Context: an optimization exercise on an open-source flow, tuned for small area. The choices shown serve that exercise and are no tape-out recipe. Only simulation tests tie the RTL to the original design; equivalence was not proved. Power and IR drop assume default switching activity.

==> inputs of v39 <==
## srio_1x_wrapper
module srio_1x_wrapper
#(
    parameter int ONCE_LEN        = 8,          
    parameter int US_DEPTH        = 8,
    parameter int DS_DEPTH        = 8,
    parameter int US_PROG_FULL    = 6,
    parameter int DS_PROG_FULL    = 6,
    parameter int LOOP_RST_CYCLES = 16
)
(
    input  logic                   clk_50m,
    input  logic                   rst_n,
    input  logic                   srio_core_rst,
    input  logic                   fiber_sw_rst,
    input  logic                   loopback_sel,        
    input  logic                   link_up,
    input  srio_pkg::dev_id_t      dest_id,
    input  srio_pkg::dev_id_t      device_id_set,
    output srio_pkg::dev_id_t      device_id,
    output srio_pkg::dev_id_t      source_id,
    output logic                   id_set_done,
    input  logic                   wr_en,               
    input  srio_pkg::word_t        wr_data,
    output logic                   prog_full,
    input  logic                   rd_en,               
    output srio_pkg::word_t        rd_data,
    output logic                   empty,
    output srio_pkg::link_beat_s   link_tx,
    output logic                   link_tx_valid,
    input  logic                   link_tx_ready,
    input  srio_pkg::link_beat_s   link_rx,
    input  logic                   link_rx_valid,
    output logic                   link_rx_ready
);
    logic               core_rst;
    logic               loop_flush;
    srio_pkg::link_beat_s         tx_link;
    logic               tx_link_valid;
    logic               tx_link_ready;
    srio_pkg::link_beat_s         rx_link;
    logic               rx_link_valid;
    logic               rx_link_ready;
    srio_pkg::beat_t              beat_data;
    logic               beat_pop;
    logic               word_end;
    logic               two_words;
    logic               put;
    srio_pkg::beat_t              put_data;
    logic               ds_prog_full;
    srio_reset_ctrl u_reset_ctrl
    (
        .clk_50m       (clk_50m),
        .rst_n         (rst_n),
        .srio_core_rst (srio_core_rst),
        .fiber_sw_rst  (fiber_sw_rst),
  ...
==> module srio_us_buffer, before the edit <==
module srio_us_buffer
#(
    parameter int US_DEPTH     = 8,
    parameter int US_PROG_FULL = 6
)
(
    input  logic                 clk_50m,
    input  logic                 core_rst,
    input  logic                 wr_en,
    input  srio_pkg::word_t      wr_data,
    output logic                 prog_full,
    output srio_pkg::beat_t      beat_data,
    input  logic                 beat_pop,
    output logic                 word_end,      
    output logic                 two_words      
);
    localparam int CNT_W = $clog2(US_DEPTH + 1);
    localparam int IDX_W = $clog2(BEATS_PER_WORD);
    logic [WORD_W-1:0] mem [0:US_DEPTH-1];
    logic [US_DEPTH-1:0] wr_oh;
    logic [US_DEPTH-1:0] rd_oh;
    logic [CNT_W-1:0]  word_cnt;                
    logic [IDX_W-1:0]  beat_idx;                
    logic              push;
    logic              pop_word;
    assign push     = wr_en && (word_cnt != CNT_W'(US_DEPTH));   
    assign word_end = (beat_idx == IDX_W'(BEATS_PER_WORD - 1));
    assign pop_word = beat_pop && word_end;
    always_ff @(posedge clk_50m)
    begin
        for (int s = 0; s < US_DEPTH; s++)
            if (push && wr_oh[s])
                mem[s] <= wr_data;
    end
    always_ff @(posedge clk_50m)
    begin
        if (core_rst)
        begin
            wr_oh    <= US_DEPTH'(1);
            rd_oh    <= US_DEPTH'(1);
            word_cnt <= '0;
            beat_idx <= '0;
        end
        else
        begin
            if (push)
                wr_oh <= {wr_oh[US_DEPTH-2:0], wr_oh[US_DEPTH-1]};
            if (pop_word)
                rd_oh <= {rd_oh[US_DEPTH-2:0], rd_oh[US_DEPTH-1]};
            if (beat_pop)
                beat_idx <= beat_idx + 1'b1;
            word_cnt <= word_cnt + CNT_W'(push) - CNT_W'(pop_word);
        end
    end
    always_comb
    begin
        beat_data = '0;
        for (int s = 0; s < US_DEPTH; s++)
            for (int b = 0; b < BEATS_PER_WORD; b++)
                beat_data = beat_data
                          | (mem[s][b*BEAT_W +: BEAT_W]
                             & {BEAT_W{rd_oh[s] && (beat_idx == IDX_W'(b))}});
    end
    assign prog_full = (word_cnt >= CNT_W'(US_PROG_FULL));
    assign two_words = (word_cnt >= CNT_W'(2));
endmodule
Settings: LEC_CHECK=0, CAP_MARGIN=20, CORE_MARGIN=2, CORE_UTILIZATION=40, SLEW_MARGIN=20; clock period 10.0 ns.
run.sh (not shown) runs the stock make flow with config.mk's settings and CLKGATE_MAP_FILE= SYNTH_SCRIPT=/design/flow/synth_recipe.tcl, a recipe that flattens the netlist after the stock synthesis.
==> v25: changes against v39 <==
--- a/flow/design.v
+++ b/flow/design.v
@@ -149,13 +149,17 @@
     localparam int IDX_W = $clog2(BEATS_PER_WORD);
     logic [WORD_W-1:0] mem [0:US_DEPTH-1];
     logic [US_DEPTH-1:0] wr_oh;
-    logic [US_DEPTH-1:0] rd_oh;
+    logic [US_DEPTH*BEATS_PER_WORD-1:0] sel_oh;    
     logic [CNT_W-1:0]  word_cnt;                
-    logic [IDX_W-1:0]  beat_idx;                
     logic              push;
     logic              pop_word;
     assign push     = wr_en && (word_cnt != CNT_W'(US_DEPTH));   
-    assign word_end = (beat_idx == IDX_W'(BEATS_PER_WORD - 1));
+    always_comb
+    begin
+        word_end = 1'b0;
+        for (int s = 0; s < US_DEPTH; s++)
+            word_end = word_end | sel_oh[s*BEATS_PER_WORD + BEATS_PER_WORD - 1];
+    end
     assign pop_word = beat_pop && word_end;
     always_ff @(posedge clk_50m)
     begin
@@ -168,18 +172,15 @@
         if (core_rst)
         begin
             wr_oh    <= US_DEPTH'(1);
-            rd_oh    <= US_DEPTH'(1);
+            sel_oh   <= (US_DEPTH*BEATS_PER_WORD)'(1);
             word_cnt <= '0;
-            beat_idx <= '0;
         end
         else
         begin
             if (push)
                 wr_oh <= {wr_oh[US_DEPTH-2:0], wr_oh[US_DEPTH-1]};
-            if (pop_word)
-                rd_oh <= {rd_oh[US_DEPTH-2:0], rd_oh[US_DEPTH-1]};
             if (beat_pop)
-                beat_idx <= beat_idx + 1'b1;
+                sel_oh <= {sel_oh[US_DEPTH*BEATS_PER_WORD-2:0], sel_oh[US_DEPTH*BEATS_PER_WORD-1]};
             word_cnt <= word_cnt + CNT_W'(push) - CNT_W'(pop_word);
         end
     end
@@ -190,7 +191,7 @@
             for (int b = 0; b < BEATS_PER_WORD; b++)
                 beat_data = beat_data
                           | (mem[s][b*BEAT_W +: BEAT_W]
-                             & {BEAT_W{rd_oh[s] && (beat_idx == IDX_W'(b))}});
+                             & {BEAT_W{sel_oh[s*BEATS_PER_WORD + b]}});
     end
     assign prog_full = (word_cnt >= CNT_W'(US_PROG_FULL));
     assign two_words = (word_cnt >= CNT_W'(2));
==> flow/flow/run.sh (new file) <==
#!/bin/bash
export BUFFER_PORTS_ARGS="-buffer_cell sky130_fd_sc_hd__buf_1"
bash standard.sh > standard.log 2>&1
status=$?
cp standard.sh standard_copy.sh.txt 2>/dev/null
exit $status
==> flow/standard.sh (new file) <==
#!/bin/bash
# synth_recipe.tcl (not shown) runs the flow's synth.tcl, then flattens the netlist and writes it again
# the make line also repeats each setting of config.mk as NAME=value (left out here)
make -C /OpenROAD-flow-scripts/flow DESIGN_CONFIG=/design/flow/config.mk WORK_HOME=/design/flow/orfs CLKGATE_MAP_FILE= SYNTH_SCRIPT=/design/flow/synth_recipe.tcl "${@:-finish}"
Settings changed: CORE_UTILIZATION 40 to 60, CTS_BUF_LIST set to sky130_fd_sc_hd__clkbuf_8, CTS_CLUSTER_DIAMETER set to 80, CTS_CLUSTER_SIZE set to 16.
removed: flow/run.sh
==> qor summary <==
| metric | v39 | v25 |
|---|---|---|
| Largest net degree at the start of global routing | 144 | 176 |
| Max Clock Skew | 0.0912 ns | 0.0557 ns |
| Post-detailed-placement cell area | 147000 sq um | 139000 sq um |
| Effective utilization at floorplan | 0.401 | 0.602 |
| Detailed-route wire length per cell | 34.3 microns | 38.9 microns |
| Combinational power | 0.633 mW | 0.551 mW |
| Net switching power | 6.47 mW | 5.16 mW |
| Outcome | finished clean | finished clean |
| Multiplexer fraction of the synthesized cell area | 0.00610 | 0.00824 |
| Cell type of the slowest stage on the worst timing path | sky130_fd_sc_hd__buf_4 | sky130_fd_sc_hd__dfxtp_4 |
| Total detailed-routing wirelength | 444000 microns | 420000 microns |
| Netlist area before placement | 135000 sq um | 133000 sq um |
| Layout clock buffer count | 461 | 291 |
| Area growth, synth to finish | 18.5% | 7.95% |
| Register bit total from synthesis | 3723 | 3745 |
| Combinational cell fraction of total power | 0.020 | 0.022 |
| Worst endpoint data arrival time | 4.09 ns | 4.31 ns |
| Vias post-DR | 78779 | 76526 |

==> port drivers added, routing unchanged <==
Ports are ideal in the flow. The routed layouts listed here were re-timed in OpenROAD.
Step 1, drivers: a clkbuf_16 drives clk_50m and a buf_2 each remaining input, both assumed.
Step 2 adds t to the input delays and takes it off the output delays; t is the mean of the earliest and latest rising clock arrival at the registers after step 1. Input paths then give back, and output paths get back, about the clock's delay inside the block.
Slacks: no drivers / after step 1 / after step 2; pairs: no drivers / after step 1.
| run | shift t [ns] | slack for setup (ns) | hold WS [ns] | worst slew at a driven data input, ns | cell pins on the clock port's net |
|---|---|---|---|---|---|
| v39 | 1.046 | 3.907 / 3.803 / 4.557 | 0.437 / 0.437 / 0.437 | 0.26 | 1 |
| v25 | 1.183 | 3.692 / 3.590 / 4.773 | 0.437 / 0.437 / 0.437 | 0.27 | 1 |
After both steps every run listed still meets setup and hold.
